This is an optimization exercise on Yosys and OpenROAD, whose aim is small area, a short achievable clock period and few clock cycles per item, not a production implementation.
At most, simulation tests tie the RTL to the original design; equivalence was not proved.

Setup of build 42:
## window_conv_engine
module window_conv_engine #(
   parameter int PIXEL_WIDTH = 8,
   parameter int WINDOW      = 3,
   parameter int COEF_WIDTH  = 8,
   parameter int SHIFT       = 0,
   parameter int OUT_WIDTH   = 8,
   localparam int NTAPS      = WINDOW * WINDOW,
   localparam int AW         = (NTAPS > 1) ? $clog2(NTAPS) : 1
) (
   input  logic                                           clk,
   input  logic                                           rst_n,
   input  logic                                           win_valid,
   input  logic [WINDOW-1:0][WINDOW-1:0][PIXEL_WIDTH-1:0] window,
   output logic                                           win_ready,
   input  logic                                           coef_we,
   input  logic [AW-1:0]                                  coef_addr,
   input  logic [COEF_WIDTH-1:0]                          coef_data,
   output logic                                           out_valid,
   output logic [OUT_WIDTH-1:0]                           out_pixel,
   input  logic                                           out_ready
);
Size: ~2,100 cells after synthesis, ~430 flip-flops, ~26,000 sq um of cells after synthesis.
export LEC_CHECK = 0
export ABC_AREA = 0
export ABC_CLOCK_PERIOD_IN_PS = 2500
export CAP_MARGIN = 20
export CORE_MARGIN = 2
export CORE_UTILIZATION = 55
export SETUP_SLACK_MARGIN = 3.2
export SLEW_MARGIN = 20
export SYNTH_HIERARCHICAL = 1
export SYNTH_MINIMUM_KEEP_SIZE = 0
create_clock -name core_clock -period 5.5 [get_ports {clk}]
standard.sh (not shown) runs the stock make flow with config.mk's settings and CLKGATE_MAP_FILE= SYNTH_SCRIPT=/design/flow/synth_recipe.tcl, a recipe that flattens the netlist after the stock synthesis.
==> flow/flow/run.sh <==
#!/bin/bash
# Layout flow: the standard synthesis and layout (standard.sh), unchanged except that the
# port buffers that global placement inserts on every input and output are buf_4 cells
# instead of the delay-type buffer ORFS picks by default.
set -euo pipefail
bash standard.sh synth > synth.log 2>&1
BUFFER_PORTS_ARGS="-buffer_cell sky130_fd_sc_hd__buf_4" bash standard.sh finish > layout.log 2>&1
No stage failed in build 42, and the final checks on the layout all came back clean.
#### Input delta (build 6 over build 42)
diff --git a/flow/design.v b/flow/design.v
--- a/flow/design.v
+++ b/flow/design.v
@@ -52,26 +52,24 @@
    input  logic                                           coef_we,
    input  logic [AW-1:0]                                  coef_addr,
    input  logic [COEF_WIDTH-1:0]                          coef_data,
    output logic                                           out_valid,
    output logic [OUT_WIDTH-1:0]                           out_pixel,
    input  logic                                           out_ready
 );
    localparam int CAP = 6;    
    logic [8:0][7:0] coef_q;
    always_ff @(posedge clk) begin
       for (int t = 0; t < 9; t++) begin
-         if (!rst_n)
-            coef_q[t] <= '0;
-         else if (coef_we && coef_addr == 4'(t))
-            coef_q[t] <= coef_data;
+         if (!rst_n || (coef_we && coef_addr == 4'(t)))
+            coef_q[t] <= coef_data & {8{rst_n}};
       end
    end
    logic [35:0] e_one, e_two, e_neg, e_pos;
    always_comb begin
       for (int t = 0; t < 9; t++) begin
          for (int k = 0; k < 4; k++) begin
             logic b2, b1, b0;
             b2 = coef_q[t][2*k+1];
             b1 = coef_q[t][2*k];
             b0 = (k == 0) ? 1'b0 : coef_q[t][2*k-1];
             e_one[t*4+k] = b1 ^ b0;
@@ -97,23 +95,23 @@
    logic [2:0] occ_q, occ_d;
    logic [4:1] vld_q;
    assign win_ready = win_ready_q;
    assign out_valid = out_valid_q;
    assign out_pixel = out_pixel_q;
    assign acc = win_valid & win_ready_q;
    assign deq = out_valid_q & out_ready;
    assign occ_d = occ_q + acc - deq;
    always_ff @(posedge clk or negedge rst_n) begin
       if (!rst_n) begin
          occ_q       <= '0;
-         win_ready_q <= 1'b1;
+         win_ready_q <= 1'b0;    
          vld_q       <= '0;
       end else begin
          occ_q       <= occ_d;
          win_ready_q <= (occ_d < CAP);
          vld_q       <= {vld_q[3:1], acc};
       end
    end
    logic q_0_0_0;
    logic q_0_0_1;
    logic q_0_0_2;
    logic q_0_0_3;
Results
Build 6 completed end to end with timing, DRC and antenna clean.
Summary of the comparison: area after synthesis is lower in build 6, relative to build 42.
Summary of build 6 over build 42: buffer count excluding the clock tree in the final layout rose by about 50%; relative max-transition margin fell by 25 points; sequential share of layout area rose by 0.32 points.
Comparing build 42 and build 6, wire length on met1 is lower on build 6.
Core utilization was higher in build 6 than in build 42.
Looking at critical path depth, build 6 sits 1 higher than build 42 does.
Testbench counts of build 6, summed over its fixed seeds: cycles 8,328, items 8,000.
No functional check of the RTL was part of build 42.

-- afterwards: timing with drivers on the ports --
The results above use ideal ports. As a check the final layouts listed here were re-extracted and re-timed, cells and wires unchanged. Step 1 (the two cells are an assumption about what drives the block):
set clk [get_ports {clk}]
set_driving_cell -lib_cell sky130_fd_sc_hd__clkbuf_16 $clk
set_driving_cell -lib_cell sky130_fd_sc_hd__buf_2 [delete_from_list [all_inputs] $clk]
Step 2 also shifts input and output timing later by t, the mid clock arrival at the registers, as if the neighbouring blocks saw the same clock. Three values: ideal ports, drivers, drivers and shift; two values: the first two.
run	shift t [ns]	slack for setup (ns)	clock arrival spread, ns
build 42	0.653	3.172 / 3.119 / 2.546	0.030 / 0.030
build 6	0.657	3.029 / 3.029 / 2.568	0.027 / 0.027
After both steps every run listed still meets setup and hold. For build 42, which loses most, drivers alone change the setup slack by -0.053 ns; drivers and shift together by -0.626 ns.
